What follows belongs to an exercise in optimizing a design on an open flow for a short achievable clock period, few clock cycles and low power; a production flow would make more cautious choices.
Where RTL was checked, it was by simulation tests only, not by an equivalence proof against the original.
Power is estimated from default activity; no workload was simulated.

Setup of alpha:
## mac_vector_engine
module mac_vector_engine (
  input logic clk,
  input logic reset_n,
  input logic start,
  input logic clear,
  input logic [9:0] vec_len,
  input logic signed [47:0] bias,
  input logic in_valid,
  input logic [35:0] in_a,
  input logic [35:0] in_b,
  input logic out_ready,
  output logic busy,
  output logic in_ready,
  output logic out_valid,
  output logic signed [17:0] out_data,
  output logic signed [47:0] out_acc,
  output logic acc_overflow
);
  localparam int NST = 2;    
  localparam int HOLD = 3;  
  logic busy_q, ir_q, pv_q, inf_q, ov_q;
  logic [9:0] plen_q, rem_q;
  logic [$clog2(HOLD+1)-1:0] hc_q;
  logic [47:0] bias_q;
  logic res_done;
  wire cur = rem_q != '0;
  wire pl0 = plen_q == 10'd0, pl1 = plen_q == 10'd1, pl2 = plen_q == 10'd2;
  wire r1 = rem_q == 10'd1, r2 = rem_q == 10'd2;
  wire pseudo = !cur && pv_q && pl0 && !inf_q;   
  wire [9:0] rem_m1 = (cur ? rem_q : plen_q) - 10'd1;
  wire blast_t = cur ? r1 : pl1;                 
  wire hc_hi = hc_q > 1;
  wire take = in_valid && ir_q;
  wire pop = ov_q && out_ready;
  wire accept = start && !busy_q;               
  wire vl0 = vec_len == 10'd0, vl1 = vec_len == 10'd1;
  wire infn = inf_q && !pop;
  wire consume = (take && !cur) || pseudo;      
  wire bfirst = consume;
  wire blast = pseudo || (take && blast_t);
  wire nl_t = cur ? (r1 ? (pv_q ? pl1 : (accept && vl1)) : r2) : (!pl1 && pl2);
  wire inf_t = blast_t || infn;
  ...
Size in the first run: about 3000 cells after synthesis, ~210 I/O pins, about 0.032 mm2 of cells after synthesis.
make LEC_CHECK=0 ABC_CLOCK_PERIOD_IN_PS=2900 CAP_MARGIN=20 CORE_MARGIN=2 CORE_UTILIZATION=60 CTS_BUF_LIST='sky130_fd_sc_hd__clkbuf_8 sky130_fd_sc_hd__clkbuf_16' CTS_CLUSTER_DIAMETER=70 CTS_CLUSTER_SIZE=40 SETUP_SLACK_MARGIN=4.2 SLEW_MARGIN=20 finish   # period 7.0 ns
run.sh (not shown) runs the stock make flow with config.mk's settings and CLKGATE_MAP_FILE= SYNTH_SCRIPT=/design/flow/synth_recipe.tcl, a recipe that flattens the netlist after the stock synthesis.
Testbench counts of alpha, summed over its fixed seeds: cycles 12,350.
Relative to alpha, the following input files were edited for beta:
diff --git a/flow/config.mk b/flow/config.mk
--- a/flow/config.mk
+++ b/flow/config.mk
@@ -11,6 +11,6 @@
 export CORE_UTILIZATION = 60
-export CTS_BUF_LIST = sky130_fd_sc_hd__clkbuf_8 sky130_fd_sc_hd__clkbuf_16
+export CTS_BUF_LIST = sky130_fd_sc_hd__clkbuf_16
 export CTS_CLUSTER_DIAMETER = 70
 export CTS_CLUSTER_SIZE = 40
-export SETUP_SLACK_MARGIN = 4.2
+export SETUP_SLACK_MARGIN = 4.25
 export SLEW_MARGIN = 20
==> summary.txt <==
In the flow results for alpha and beta, the global-route usage is larger on beta.
Per the comparison of beta with alpha, cell area after placement roughly the same; share of power burned in the clock network moved up.
#### Input delta (gamma over beta)
diff --git a/flow/config.mk b/flow/config.mk
--- a/flow/config.mk
+++ b/flow/config.mk
@@ -14,3 +14,4 @@
 export CTS_CLUSTER_SIZE = 40
-export SETUP_SLACK_MARGIN = 4.25
+export PLACE_DENSITY = 0.7
+export SETUP_SLACK_MARGIN = 4.2
 export SLEW_MARGIN = 20
Both conditions hold for gamma: the flow ran to the end and the final layout passed the timing, DRC and antenna checks.
Re area overhead of the layout relative to synthesis: beta was higher than gamma.
Going from beta to gamma, slew at the pin with the worst max-slew slack shrinks by 0.011 ns.
Diff beta -> gamma | pin count of the biggest net entering global routing | increase of 14%
Summary — final worst-path setup slack, gamma relative to beta: higher, by 0.023 ns.
The met1 demand-to-capacity share in global routing reported for gamma is greater than that of beta by 0.85 points.
Total number of cells along the worst setup path ended up 5 higher on gamma than on beta.
Status: switching share of power parity (gamma, beta)
Relative to beta, part of the cycle the worst path needs decreased by 0.33 points in gamma.
Input-level comparison between delta and gamma:
diff --git a/flow/config.mk b/flow/config.mk
--- a/flow/config.mk
+++ b/flow/config.mk
@@ -14,3 +14,2 @@
 export CTS_CLUSTER_SIZE = 40
-export PLACE_DENSITY = 0.7
 export SETUP_SLACK_MARGIN = 4.2
==> comparison <==
- Per the comparison of delta with gamma, final hold slack now smaller; power per cell area shrank by 0.95%; core utilization -0.27 points; power has decreased.
- delta vs gamma: non-clock buffer count up slightly

## onyx
mac_vector_engine, a different RTL version from the one above (not shown whole).
Size: about 2900 cells after synthesis, roughly 520 flip-flops.
Settings: LEC_CHECK=0, ABC_CLOCK_PERIOD_IN_PS=3500, CAP_MARGIN=20, CORE_MARGIN=2, CORE_UTILIZATION=60, CTS_BUF_LIST=sky130_fd_sc_hd__clkbuf_16, CTS_CLUSTER_DIAMETER=80, CTS_CLUSTER_SIZE=40, SETUP_SLACK_MARGIN=4.1, SLEW_MARGIN=20; clock period 7.0 ns.
Testbench counts of onyx, summed over its fixed seeds: cycles 12,350.
#### Input delta (lagoon over onyx)
# onyx
export LEC_CHECK = 0
export ABC_CLOCK_PERIOD_IN_PS = 3500
export CAP_MARGIN = 20
export CORE_MARGIN = 2
export CORE_UTILIZATION = 60
export CTS_BUF_LIST = sky130_fd_sc_hd__clkbuf_16
export CTS_CLUSTER_DIAMETER = 80
export CTS_CLUSTER_SIZE = 40
export SETUP_SLACK_MARGIN = 4.1
export SLEW_MARGIN = 20
create_clock -name core_clock -period 7.0 [get_ports {clk}]
# lagoon
export LEC_CHECK = 0
export ABC_CLOCK_PERIOD_IN_PS = 2900
export CAP_MARGIN = 20
export CORE_MARGIN = 2
export CORE_UTILIZATION = 60
export CTS_BUF_LIST = sky130_fd_sc_hd__clkbuf_16
export CTS_CLUSTER_DIAMETER = 60
export CTS_CLUSTER_SIZE = 50
export SETUP_SLACK_MARGIN = 4.1
export SLEW_MARGIN = 20
create_clock -name core_clock -period 7.0 [get_ports {clk}]
[summary]
Compared with onyx, in lagoon number of placed cells counting well taps roughly the same, utilization after layout saw an increase, switching power increased 0.12 mW, clock skew higher. Looking at relative contribution of the clock network to total power across onyx and lagoon, the one that comes out lower is onyx. The final reports for lagoon and onyx show multi-input gate share of the layout cell area lower in the former. Cmp lagoon vs onyx: register share of the cell area lower in lagoon. Changes observed in lagoon relative to onyx: count of instances resized after the clock tree is built fell by 2, worst setup margin went up by 0.031 ns.
Modified inputs, yarrow compared to lagoon
# lagoon
export LEC_CHECK = 0
export ABC_CLOCK_PERIOD_IN_PS = 2900
export CAP_MARGIN = 20
export CORE_MARGIN = 2
export CORE_UTILIZATION = 60
export CTS_BUF_LIST = sky130_fd_sc_hd__clkbuf_16
export CTS_CLUSTER_DIAMETER = 60
export CTS_CLUSTER_SIZE = 50
export SETUP_SLACK_MARGIN = 4.1
export SLEW_MARGIN = 20
create_clock -name core_clock -period 7.0 [get_ports {clk}]
# yarrow
export LEC_CHECK = 0
export ABC_CLOCK_PERIOD_IN_PS = 2900
export CAP_MARGIN = 20
export CORE_MARGIN = 2
export CORE_UTILIZATION = 60
export CTS_BUF_LIST = sky130_fd_sc_hd__clkbuf_16
export CTS_CLUSTER_DIAMETER = 60
export CTS_CLUSTER_SIZE = 40
export PLACE_DENSITY = 0.75
export SETUP_SLACK_MARGIN = 4.1
export SLEW_MARGIN = 20
create_clock -name core_clock -period 7.0 [get_ports {clk}]
==> summary.txt <==
- The portion of total power attributed to combinational logic on yarrow is in line with that on lagoon.
- Compared to lagoon, the routing of yarrow uses more wire.
- Highest clock rate essentially unchanged between yarrow and lagoon.
- Relative to lagoon, first-pass GRT wire length increased by about 0.3% in yarrow.
- Worst voltage drop across the vdd grid, yarrow vs lagoon: up slightly
- Diff lagoon -> yarrow: slew of the pin with the lowest slew margin now sits higher, initial antenna violation count now sits lower, share of cell area taken by flip-flops and latches now sits higher.
- When yarrow is measured against lagoon, its overall via count from detail_route turns out 156 higher.
- yarrow completed every stage of the flow, and the final layout passed the timing, DRC and antenna checks.

v26:
mac_vector_engine, a different RTL version from the one above (not shown whole).
Size: about 2900 cells after synthesis, roughly 520 flip-flops.
export LEC_CHECK = 0
export ABC_CLOCK_PERIOD_IN_PS = 2900
export CAP_MARGIN = 20
export CORE_MARGIN = 2
export CORE_UTILIZATION = 60
export CTS_BUF_LIST = sky130_fd_sc_hd__clkbuf_16
export CTS_CLUSTER_DIAMETER = 80
export CTS_CLUSTER_SIZE = 40
export SETUP_SLACK_MARGIN = 4.2
export SLEW_MARGIN = 20
create_clock -name core_clock -period 7.0 [get_ports {clk}]
v26 reached the end of the flow, and the finished layout is clean on the timing, DRC and antenna checks.
The following lists how v30 was set up differently from v26:
- changing CTS_CLUSTER_SIZE from 40 to 35
- changing SETUP_SLACK_MARGIN from 4.2 to 4.1
No stage failed in v30, and the final checks on the layout all came back clean. Comparing v26 and v30, sequential share of layout area is lower on v26. v30 vs v26 on minimum setup slack in the final design: v30 is the lower one. | first-pass GRT wire length | v30 vs v26 | worse |. Looking only at area growth from synthesis to final layout, and setting everything else aside, the lower value of v26 and v30 goes to v30. Compared to v26, v30 has fraction of power consumed by combinational cells 1.1 points lower. Power was lower in the run labelled v30. Comparing per-cell via count in the routed design for v26 and v30, the bigger number came from v30. Global-route met2 utilization in v30 is 0.36 points lower than in v26. Cmp v30 vs v26: total area of multi-input combinational cells lower in v30. Power share of the sequential group (higher): v30. Post-CTS setup-driven buffer insertion count: v30 lower than v26.
No run of this note included a check of the RTL's function; only the layout flow was run.

Another version of the RTL of mac_vector_engine (not shown whole).
Size: roughly 3100 cells after synthesis, roughly 530 flip-flops, roughly 210 I/O pins, ~33000 sq um of cells after synthesis.
Settings: LEC_CHECK=0, ABC_CLOCK_PERIOD_IN_PS=2900, CAP_MARGIN=20, CORE_MARGIN=2, CORE_UTILIZATION=60, CTS_BUF_LIST=sky130_fd_sc_hd__clkbuf_16, CTS_CLUSTER_DIAMETER=70, CTS_CLUSTER_SIZE=40, SETUP_SLACK_MARGIN=4.1, SLEW_MARGIN=20; clock period 7.0 ns.
Testbench counts at the start, summed over its fixed seeds: cycles 12,350.
Change:
- SETUP_SLACK_MARGIN: 4.1 -> 4.4
After rerunning: The new run finished clean. Die area does not change. Clock skew stays flat. Clock power goes up by a little under a tenth. Worst setup slack improves by 0.076 ns. Routed wire length increases by roughly a tenth. Combinational power rises by roughly a tenth. Area after synthesis does not change. Final cell count climbs by a few percent.
Change:
- SETUP_SLACK_MARGIN: 4.4 -> 4.2
Effect: Design area goes down by 6.2%; hold slack stays flat; core utilization goes down by 4.4 points; cell count goes down by 4.5%; wire length goes down by 12%; via count goes down by 5.9%; setup slack gains 0.071 ns; power goes down by 5.3%; clock power goes down by 8.9%; critical path depth goes down by 7; die area does not change.

mac_vector_engine, a different RTL version from the one above (not shown whole).
For scale: about 3200 cells after synthesis, about 210 I/O pins, about 32000 um2 of cells after synthesis.
export LEC_CHECK = 0
export ABC_CLOCK_PERIOD_IN_PS = 2900
export CAP_MARGIN = 20
export CORE_MARGIN = 2
export CORE_UTILIZATION = 60
export CTS_BUF_LIST = sky130_fd_sc_hd__clkbuf_16
export CTS_CLUSTER_DIAMETER = 150
export CTS_CLUSTER_SIZE = 20
export SETUP_SLACK_MARGIN = 4.2
export SLEW_MARGIN = 20
create_clock -name core_clock -period 7.0 [get_ports {clk}]
Edit:
- CTS_CLUSTER_DIAMETER: 150 -> 120
- CTS_CLUSTER_SIZE: 20 -> 25
Outcome: The new run finished clean. Setup slack improved by 21 ps. First-iteration DRC count came out lower by 1.7%. Total power drops by 2.5%. Die area stays the same. Hold slack is about the same.
Function was not checked in any run of this note: the RTL went through the layout flow alone.

mac_vector_engine, a different RTL version from the one above (not shown whole).
For scale: about 470 flip-flops, about 210 I/O pins.
==> flow/config.mk <==
export PLATFORM = sky130hd
export DESIGN_NAME = mac_vector_engine
export DESIGN_NICKNAME = mac_vector_engine
export VERILOG_FILES = /design/flow/design.v
export SDC_FILE = /design/flow/constraint.sdc
export NUM_CORES = 4
export LEC_CHECK = 0
export ABC_CLOCK_PERIOD_IN_PS = 2900
export CAP_MARGIN = 20
export CORE_MARGIN = 2
export CORE_UTILIZATION = 65
export CTS_BUF_LIST = sky130_fd_sc_hd__clkbuf_16
export CTS_CLUSTER_DIAMETER = 120
export CTS_CLUSTER_SIZE = 25
export SETUP_SLACK_MARGIN = 4.2
export SLEW_MARGIN = 20
==> flow/constraint.sdc <==
create_clock -name core_clock -period 7.0 [get_ports {clk}]
set_input_delay 1.4000 -clock core_clock [delete_from_list [all_inputs] [get_ports {clk}]]
set_output_delay 1.4000 -clock core_clock [all_outputs]
set_load 0.01 [all_outputs]
Testbench counts at the start, summed over its fixed seeds: cycles 12,338.
Edit:
--- a/flow/config.mk
+++ b/flow/config.mk
@@ -11 +11 @@
-export CORE_UTILIZATION = 65
+export CORE_UTILIZATION = 55
Combinational power shrinks by a few percent; area after synthesis is unchanged; maximum frequency is higher by a few percent; register-to-register slack improves by 140 ps; clock power is higher by a few percent; power is higher slightly.
Edit:
--- a/flow/config.mk
+++ b/flow/config.mk
@@ -7,0 +8 @@
+export ABC_AREA = 1
After rerunning:
- setup slack is about the same
- utilization rises by 3.8 points
- total power grows by 4.4%

mac_vector_engine with an RTL version that a note above also has.
Size in the first run: roughly 2900 cells after synthesis, ~520 flip-flops, roughly 210 I/O pins, about 32000 um2 of cells after synthesis.
clock: 7.0 ns
lec_check: 0
abc_clock_period_in_ps: 2900
cap_margin: 20
core_margin: 2
core_utilization: 60
cts_buf_list: sky130_fd_sc_hd__clkbuf_16
cts_cluster_diameter: 80
cts_cluster_size: 40
setup_slack_margin: 3.8
slew_margin: 20
The starting point went through all stages and came out clean.
Testbench counts at the start, summed over its fixed seeds: cycles 12,350.
Then changed:
Settings changed: SETUP_SLACK_MARGIN 3.8 to 4.1.
Outcome:
- The new run finished clean
- fmax goes up by 5.6%
- clock power goes down by about 3%
- routed wire length goes up by 2.2%
- first-iteration DRC count goes down by 3.4%

mac_vector_engine, a different RTL version from the one above (not shown whole).
Size: about 3200 cells after synthesis, about 32000 um2 of cells after synthesis.
clock: 7.0 ns
lec_check: 0
abc_clock_period_in_ps: 2900
cap_margin: 20
core_margin: 2
core_utilization: 60
cts_buf_list: sky130_fd_sc_hd__clkbuf_16
cts_cluster_diameter: 70
cts_cluster_size: 40
setup_slack_margin: 4.2
slew_margin: 20
The starting point produced a clean layout.
Testbench counts at the start, summed over its fixed seeds: cycles 12,338.
Next try:
Settings changed: CTS_CLUSTER_DIAMETER 70 to 100, CTS_CLUSTER_SIZE 40 to 30.
=> Final cell count falls slightly. Routed wire length falls slightly. Total power shrinks by a few percent. Global-route usage went down by 0.44 points. Fmax shrinks slightly.

## run D
mac_vector_engine, a different RTL version from the one above (not shown whole).
Size in the first run: about 3200 cells after synthesis, roughly 460 flip-flops, roughly 210 I/O pins.
Design mac_vector_engine, start of the top module:
module mac_vector_engine (
  input logic clk,
  input logic reset_n,
  input logic start,
  input logic clear,
  input logic [9:0] vec_len,
  input logic signed [47:0] bias,
  input logic in_valid,
  input logic [35:0] in_a,
  input logic [35:0] in_b,
  input logic out_ready,
  output logic busy,
  output logic in_ready,
  output logic out_valid,
  output logic signed [17:0] out_data,
  output logic signed [47:0] out_acc,
  output logic acc_overflow
);
clock: 7.0 ns
lec_check: 0
abc_clock_period_in_ps: 2900
cap_margin: 20
core_margin: 2
core_utilization: 60
cts_buf_list: sky130_fd_sc_hd__clkbuf_16
cts_cluster_diameter: 70
cts_cluster_size: 40
setup_slack_margin: 4.2
slew_margin: 20
Testbench counts of run D, summed over its fixed seeds: cycles 12,338.
[inputs] run K vs run D
Settings: changing CTS_CLUSTER_SIZE from 40 to 25; changing CTS_CLUSTER_DIAMETER from 70 to 120.
### Flow results
- Final-report max-slew violation count: run D vs run K identical
- For run D and run K, there was not a single run that failed to finish clean.
- The final reports for run K and run D show routed wire length lower in the former.
- The fmax reported for run K is greater than that of run D by 3.7 MHz.
- Post-route total power, run K vs run D: down by a little under 10%
- Run D leaves less setup margin than run K.
- Fraction of standard cell area that is sequential was lower in run D than in run K.
- Run K vs run D: time the worst path needs with I/O delays and setup down in run K
- Across both runs, core utilization was lower for run K than for run D.
- Share of synthesized flip-flops with an asynchronous set or reset: run D vs run K — no meaningful difference
- The critical path depth reported for run K is greater than that of run D by 1.
- The ratio of final minimum period to clock period number comes out lower for run K vs run D.

## static timing again, ports no longer ideal
The flow's constraints put no driver on any port. The routed layouts listed below were extracted and timed again, unchanged, in two steps. Step 1: set_driving_cell puts a clkbuf_16 on clk and a buf_2 on each other input, an assumption about the parent block. Step 2 adds t to the input delays and takes it off the output delays; t is the mean of the earliest and latest rising clock arrival at the registers after step 1. Input paths then give back, and output paths get back, about the clock's delay inside the block. a / b / c = no drivers / after step 1 / after step 2; a / b = the first two.
| run | t (ns) | setup slack, ns | worst slew at a driven data input, ns |
|---|---|---|---|
| alpha | 0.701 | 4.199 / 4.180 / 3.665 | 0.08 |
| beta | 0.647 | 4.182 / 4.182 / 3.938 | 0.08 |
| gamma | 0.651 | 4.205 / 4.187 / 3.710 | 0.07 |
| delta | 0.701 | 4.199 / 4.180 / 3.665 | 0.08 |
| onyx | 0.702 | 3.998 / 3.998 / 3.510 | 0.10 |
| lagoon | 0.661 | 4.029 / 4.029 / 3.709 | 0.10 |
| yarrow | 0.643 | 4.031 / 4.031 / 3.689 | 0.07 |
| v26 | 0.689 | 4.002 / 4.002 / 3.587 | 0.08 |
| v30 | 0.692 | 3.979 / 3.979 / 3.730 | 0.08 |
| the first run of note 4 | 0.705 | 4.099 / 4.099 / 3.687 | 0.06 |
| the second run of note 4 | 0.650 | 4.174 / 4.174 / 3.987 | 0.06 |
| the third run of note 4 | 0.697 | 4.246 / 4.188 / 3.856 | 0.05 |
| the first run of note 5 | 0.665 | 3.929 / 3.929 / 3.605 | 0.06 |
| the second run of note 5 | 0.619 | 3.949 / 3.949 / 3.685 | 0.06 |
| the first run of note 6 | 0.641 | 4.028 / 4.028 / 3.482 | 0.07 |
| the second run of note 6 | 0.651 | 4.151 / 4.091 / 3.584 | 0.08 |
| the third run of note 6 | 0.657 | 4.150 / 4.111 / 3.611 | 0.07 |
| the first run of note 7 | 0.686 | 3.830 / 3.830 / 3.572 | 0.12 |
| the second run of note 7 | 0.702 | 3.998 / 3.998 / 3.510 | 0.10 |
| the first run of note 8 | 0.702 | 4.140 / 4.079 / 3.612 | 0.05 |
| the second run of note 8 | 0.639 | 4.129 / 4.069 / 3.720 | 0.06 |
| run D | 0.631 | 4.108 / 4.108 / 3.667 | 0.08 |
| run K | 0.632 | 4.139 / 4.085 / 3.670 | 0.09 |
After both steps setup and hold are still met in every run listed. For the second run of note 6, which loses most, drivers alone change the setup slack by -0.060 ns; drivers and shift together by -0.567 ns.
